Source: an optimization exercise on an open RTL-to-GDS flow (aim: small area, a short achievable clock period and few clock cycles per item). Production flows keep margins and buffers that such runs may drop.
Power and IR drop assume default switching activity.

Setup of P:
==> flow/design.v (excerpt) <==
module power_calc (
    input  logic        clk,
    input  logic        rst,
    input  logic        in_valid,
    input  logic [19:0] in_data_1,
    input  logic [2:0]  in_data_2,
    output logic        busy,
    output logic        out_valid,
    output logic [59:0] out_data
);
    logic [19:0] b_r;        
    logic [9:0]  a_r;        
    logic [2:0]  j_r;        
    logic [2:0]  rem_r;      
    logic        act_r;      
    logic        first_r;    
    logic        small_r;    
    logic        kzero_r;    
    logic        gate_r;     
    logic        stall_r;    
    logic        bsmall_r;   
    logic [2:0]  nlast_r;    
    logic        busy_r;
    logic [9:0]  ls_r;       
    logic [9:0]  lc_r;       
    logic [19:0] cs_r;       
    logic [19:0] cc_r;       
    logic        co_r;       
    logic        cv_r;       
    logic [2:0]  cj_r;       
    logic [2:0]  cj1_r;      
    logic        clast_r;    
    logic        cfin_r;     
    logic        ckz_r;      
    logic [59:0] acc_r;      
    logic        ov_r;
    logic [29:0] ts, tc;     
    logic [10:0] lo;         
    logic [19:0] hi;         
    logic [9:0]  wlo;        
    logic [19:0] whi;
    logic        last;
    logic        run;
    logic        tcyc;       
    logic        fin;
    logic        take;
  ...
Size in the first run: roughly 88 I/O pins, about 15000 µm² of cells after synthesis.
==> module power_calc, before the edit <==
module power_calc (
    input  logic        clk,
    input  logic        rst,
    input  logic        in_valid,
    input  logic [19:0] in_data_1,
    input  logic [2:0]  in_data_2,
    output logic        busy,
    output logic        out_valid,
    output logic [59:0] out_data
);
    logic [19:0] b_r;        
    logic [9:0]  a_r;        
    logic [2:0]  j_r;        
    logic [2:0]  rem_r;      
    logic        act_r;      
    logic        first_r;    
    logic        small_r;    
    logic        kzero_r;    
    logic        gate_r;     
    logic        stall_r;    
    logic        bsmall_r;   
    logic [2:0]  nlast_r;    
    logic        busy_r;
    logic [9:0]  ls_r;       
    logic [9:0]  lc_r;       
    logic [19:0] cs_r;       
    logic [19:0] cc_r;       
    logic        co_r;       
    logic        cv_r;       
    logic [2:0]  cj_r;       
    logic [2:0]  cj1_r;      
    logic        clast_r;    
    logic        cfin_r;     
    logic        ckz_r;      
    logic [59:0] acc_r;      
    logic        ov_r;
    logic [29:0] ts, tc;     
    logic [10:0] lo;         
    logic [19:0] hi;         
    logic [9:0]  wlo;        
    logic [19:0] whi;
    logic        last;
    logic        run;
    logic        tcyc;       
    logic        fin;
    logic        take;
    logic [59:0] view;       
    logic [9:0]  a_nxt;      
    logic [9:0]  a_base;     
    logic        a_lo;       
    logic        a_hi;       
    power_calc_csa u_csa (
        .a  (a_r),
        .b  (b_r),
        .cs (gate_r ? cs_r : 20'd0),
        .cc (gate_r ? cc_r : 20'd0),
        .s  (ts),
        .c  (tc)
    );
    logic [29:0] sum;
    logic [30:0] sum_c;      
    power_calc_add #(.W(30)) u_add (
        .a  ({cs_r, ls_r}),
        .b  ({cc_r, lc_r}),
        .ci (co_r),
        .s  (sum),
        .c  (sum_c)
    );
    assign lo  = {sum_c[10], sum[9:0]};
    assign hi  = sum[29:10];
    assign wlo   = ckz_r ? 10'd0 : lo[9:0];
    assign whi   = ckz_r ? 20'd1 : hi;
    always_comb begin
        view = acc_r;
        if (cv_r) begin
            for (int i = 0; i < 6; i++) begin
                if (cj_r != 3'd0 && i == int'(cj_r) - 1) view[10*i +: 10] = wlo;
                if (clast_r && i == int'(cj_r))           view[10*i +: 10] = whi[9:0];
                if (clast_r && i == int'(cj_r) + 1)       view[10*i +: 10] = whi[19:10];
                if (clast_r && i > int'(cj_r) + 1)        view[10*i +: 10] = 10'd0;
            end
        end
    end
    assign last = (j_r == 3'd0) ? bsmall_r : (first_r | (j_r == nlast_r));
    assign tcyc = act_r & ~stall_r;
    assign run  = tcyc & ~small_r;
    assign fin  = tcyc & (small_r | (last & (rem_r == 3'd1)));
    assign take = in_valid & ~busy_r;
    always_comb begin
        if (first_r) begin
            a_nxt = b_r[19:10];
        end else begin
            case (j_r)
                3'd0:    a_nxt = acc_r[19:10];
                3'd1:    a_nxt = acc_r[29:20];
                3'd2:    a_nxt = acc_r[39:30];
                default: a_nxt = acc_r[49:40];
            endcase
        end
    end
    always_comb begin
        a_lo   = 1'b0;
        a_hi   = 1'b0;
        a_base = a_nxt;
        if (stall_r) begin
            a_lo = (cj_r == 3'd1);
            a_hi = (cj_r == 3'd0);
        end else if (last) begin
            a_base = acc_r[9:0];
            a_lo   = cv_r & (cj_r == 3'd1);
        end else begin
            a_lo   = cv_r & ~first_r & (j_r == 3'd0) & (cj_r == 3'd2);
        end
    end
    logic        act_nt, stall_nt, first_nt, last_nt, busy_nt, busy_new;
    logic [2:0]  j_nt, rem_nt, nlast_nt;
    assign act_nt   = act_r & ~fin;
    assign stall_nt = run & last & (rem_r != 3'd1) & (j_r[2:1] == 2'd0);
    assign j_nt     = run ? (last ? 3'd0 : j_r + 3'd1) : j_r;
    assign first_nt = first_r & ~(run & last);
    assign rem_nt   = (run & last) ? rem_r - 3'd1 : rem_r;
    logic        top;        
    assign top      = |hi[19:10];
    assign nlast_nt = (cv_r & clast_r) ? (top ? cj1_r : cj_r) : nlast_r;
    assign last_nt  = (j_nt == 3'd0) ? bsmall_r
                    : (first_nt | (~(cv_r & clast_r) & (j_nt == nlast_r)));
    assign busy_nt  = act_nt & (stall_nt | ~last_nt | (rem_nt != 3'd1));
    assign busy_new = ~((in_data_2 < 3'd2) | ((in_data_2 == 3'd2) & ~|in_data_1[19:10]));
    always_ff @(posedge clk) begin
        if (rst) begin
            act_r   <= 1'b0;
            stall_r <= 1'b0;
            busy_r  <= 1'b0;
            cv_r    <= 1'b0;
            co_r    <= 1'b0;
            ov_r    <= 1'b0;
        end else begin
            ov_r    <= cv_r & cfin_r;
            cv_r    <= tcyc;
            co_r    <= cv_r & ~clast_r & lo[10];
            stall_r <= stall_nt;
            act_r   <= take | act_nt;
            busy_r  <= take ? busy_new : busy_nt;
        end
    end
    always_ff @(posedge clk) begin
        if (cv_r) acc_r <= view;
        nlast_r <= nlast_nt;
        ls_r    <= ts[9:0];
        lc_r    <= tc[9:0];
        cs_r    <= ts[29:10];
        cc_r    <= tc[29:10];
        cj_r    <= small_r ? 3'd1 : j_r;
        cj1_r   <= small_r ? 3'd2 : j_r + 3'd1;
        clast_r <= small_r | last;
        cfin_r  <= small_r | (last & (rem_r == 3'd1));
        ckz_r   <= small_r & kzero_r;
        a_r     <= take ? ((in_data_2 < 3'd2) ? 10'd1 : in_data_1[9:0])
                        : (a_lo ? lo[9:0] : (a_hi ? hi[9:0] : a_base));
        j_r     <= j_nt;
        gate_r  <= (j_nt != 3'd0);
        first_r <= first_nt;
        rem_r   <= rem_nt;
        if (take) begin
            b_r      <= in_data_1;
            bsmall_r <= ~|in_data_1[19:10];
            j_r      <= 3'd0;
            gate_r   <= 1'b0;
            first_r  <= 1'b1;
            small_r  <= in_data_2 < 3'd2;
            kzero_r  <= in_data_2 == 3'd0;
            rem_r    <= (in_data_2 > 3'd5) ? 3'd4 : in_data_2 - 3'd1;
        end
    end
    assign busy      = busy_r;
    assign out_valid = ov_r;
    assign out_data  = acc_r;
endmodule
==> module power_calc_add, before the edit <==
module power_calc_add #(
    parameter int W = 30
) (
    input  logic [W-1:0] a,
    input  logic [W-1:0] b,
    input  logic         ci,
    output logic [W-1:0] s,
    output logic [W:0]   c
);
    logic [W-1:0] p, g, gg, pp;
    always_comb begin
        p  = a ^ b;
        g  = a & b;
        gg = g;
        pp = p;
        gg[0] = g[0] | (p[0] & ci);
        for (int d = 1; d < W; d = d * 2) begin
            for (int i = 2 * d - 1; i < W; i = i + 2 * d) begin
                gg[i] = gg[i] | (pp[i] & gg[i-d]);
                pp[i] = pp[i] & pp[i-d];
            end
        end
        for (int d = 16; d >= 1; d = d / 2) begin
            for (int i = 3 * d - 1; i < W; i = i + 2 * d) begin
                gg[i] = gg[i] | (pp[i] & gg[i-d]);
                pp[i] = pp[i] & pp[i-d];
            end
        end
        c = {gg, ci};
        s = p ^ c[W-1:0];
    end
endmodule
clock: 10.0 ns
lec_check: 0
cap_margin: 20
core_margin: 2
core_utilization: 40
cts_buf_list: sky130_fd_sc_hd__clkbuf_8
slew_margin: 20
synth_hierarchical: 1
synth_minimum_keep_size: 0
standard.sh (not shown) runs the stock make flow with config.mk's settings and CLKGATE_MAP_FILE= SYNTH_SCRIPT=/design/flow/synth_recipe.tcl, a recipe that flattens the netlist after the stock synthesis.
==> flow/flow/run.sh <==
#!/bin/bash
set -euo pipefail
bash standard.sh SETUP_SLACK_MARGIN=6.5 "BUFFER_PORTS_ARGS=-buffer_cell sky130_fd_sc_hd__buf_2" finish > standard_flow.log 2>&1
diff inputs: P => Q
--- a/flow/design.v
+++ b/flow/design.v
@@ -55,20 +55,15 @@
         .cs (gate_r ? cs_r : 20'd0),
         .cc (gate_r ? cc_r : 20'd0),
         .s  (ts),
         .c  (tc)
     );
+    logic [30:0] sum_x;
     logic [29:0] sum;
-    logic [30:0] sum_c;      
-    power_calc_add #(.W(30)) u_add (
-        .a  ({cs_r, ls_r}),
-        .b  ({cc_r, lc_r}),
-        .ci (co_r),
-        .s  (sum),
-        .c  (sum_c)
-    );
-    assign lo  = {sum_c[10], sum[9:0]};
+    assign sum_x = {cs_r, ls_r, co_r} + {cc_r, lc_r, co_r};
+    assign sum   = sum_x[30:1];
+    assign lo  = {sum[10] ^ cs_r[0] ^ cc_r[0], sum[9:0]};
     assign hi  = sum[29:10];
     assign wlo   = ckz_r ? 10'd0 : lo[9:0];
     assign whi   = ckz_r ? 20'd1 : hi;
     always_comb begin
         view = acc_r;
@@ -174,42 +169,10 @@
     end
     assign busy      = busy_r;
     assign out_valid = ov_r;
     assign out_data  = acc_r;
 endmodule
-module power_calc_add #(
-    parameter int W = 30
-) (
-    input  logic [W-1:0] a,
-    input  logic [W-1:0] b,
-    input  logic         ci,
-    output logic [W-1:0] s,
-    output logic [W:0]   c
-);
-    logic [W-1:0] p, g, gg, pp;
-    always_comb begin
-        p  = a ^ b;
-        g  = a & b;
-        gg = g;
-        pp = p;
-        gg[0] = g[0] | (p[0] & ci);
-        for (int d = 1; d < W; d = d * 2) begin
-            for (int i = 2 * d - 1; i < W; i = i + 2 * d) begin
-                gg[i] = gg[i] | (pp[i] & gg[i-d]);
-                pp[i] = pp[i] & pp[i-d];
-            end
-        end
-        for (int d = 16; d >= 1; d = d / 2) begin
-            for (int i = 3 * d - 1; i < W; i = i + 2 * d) begin
-                gg[i] = gg[i] | (pp[i] & gg[i-d]);
-                pp[i] = pp[i] & pp[i-d];
-            end
-        end
-        c = {gg, ci};
-        s = p ^ c[W-1:0];
-    end
-endmodule
 module power_calc_csa (
     input  logic [9:0]  a,
     input  logic [19:0] b,
     input  logic [19:0] cs,
     input  logic [19:0] cc,
### Flow results
- Q: all stages complete, timing, DRC and antenna checks passed
- Cmp Q vs P: sequential share of layout area lower in Q
- Going from P to Q, area of the die grew by a few percent.
- Across both runs, non-clock buffer count was higher for Q than for P.
- Delta(proportion of layout cells with a drive suffix above 1, Q - P) < 0
- [compare] base=P new=Q: highest ir drop seen on vdd higher, synthesized net count higher, fraction of standard cell area in multi-input logic higher, clock insertion delay at the later pin of the skew report higher, clock-pin slew of the registers on the worst-case setup and hold paths lower.
- [compare] base=P new=Q: number of global-route vias before repair increased 762; routed length on met2 increased about 6%.
Function was not checked in any run of this note: the RTL went through the layout flow alone.

## static timing again, ports no longer ideal
How much do the figures lean on ideal ports? The routed layouts below were timed once more, with nothing changed but the port constraints. Step 1 sets driving cells, clkbuf_16 on the clock port and buf_2 on the other inputs (assumed; they add their load-dependent delay and slew). Step 2, shift: input delay + t, output delay - t, t = (earliest + latest rising clock arrival at the registers) / 2. This alone moves slack from input paths to output paths. Slacks: ideal / step 1 / step 2; pairs: ideal / step 1.
run	t, ns	slack for setup (ns)	worst hold slack (ns)	latest minus earliest clock arrival (ns)
P	0.532	6.434 / 6.434 / 6.168	0.468 / 0.468 / 0.468	0.018 / 0.019
Q	0.544	6.505 / 6.505 / 6.407	0.417 / 0.417 / 0.417	0.031 / 0.031
After both steps setup and hold are still met in every run listed. The setup slack of P, which loses most, moves by 0.000 ns with the drivers and by -0.266 ns with both steps.
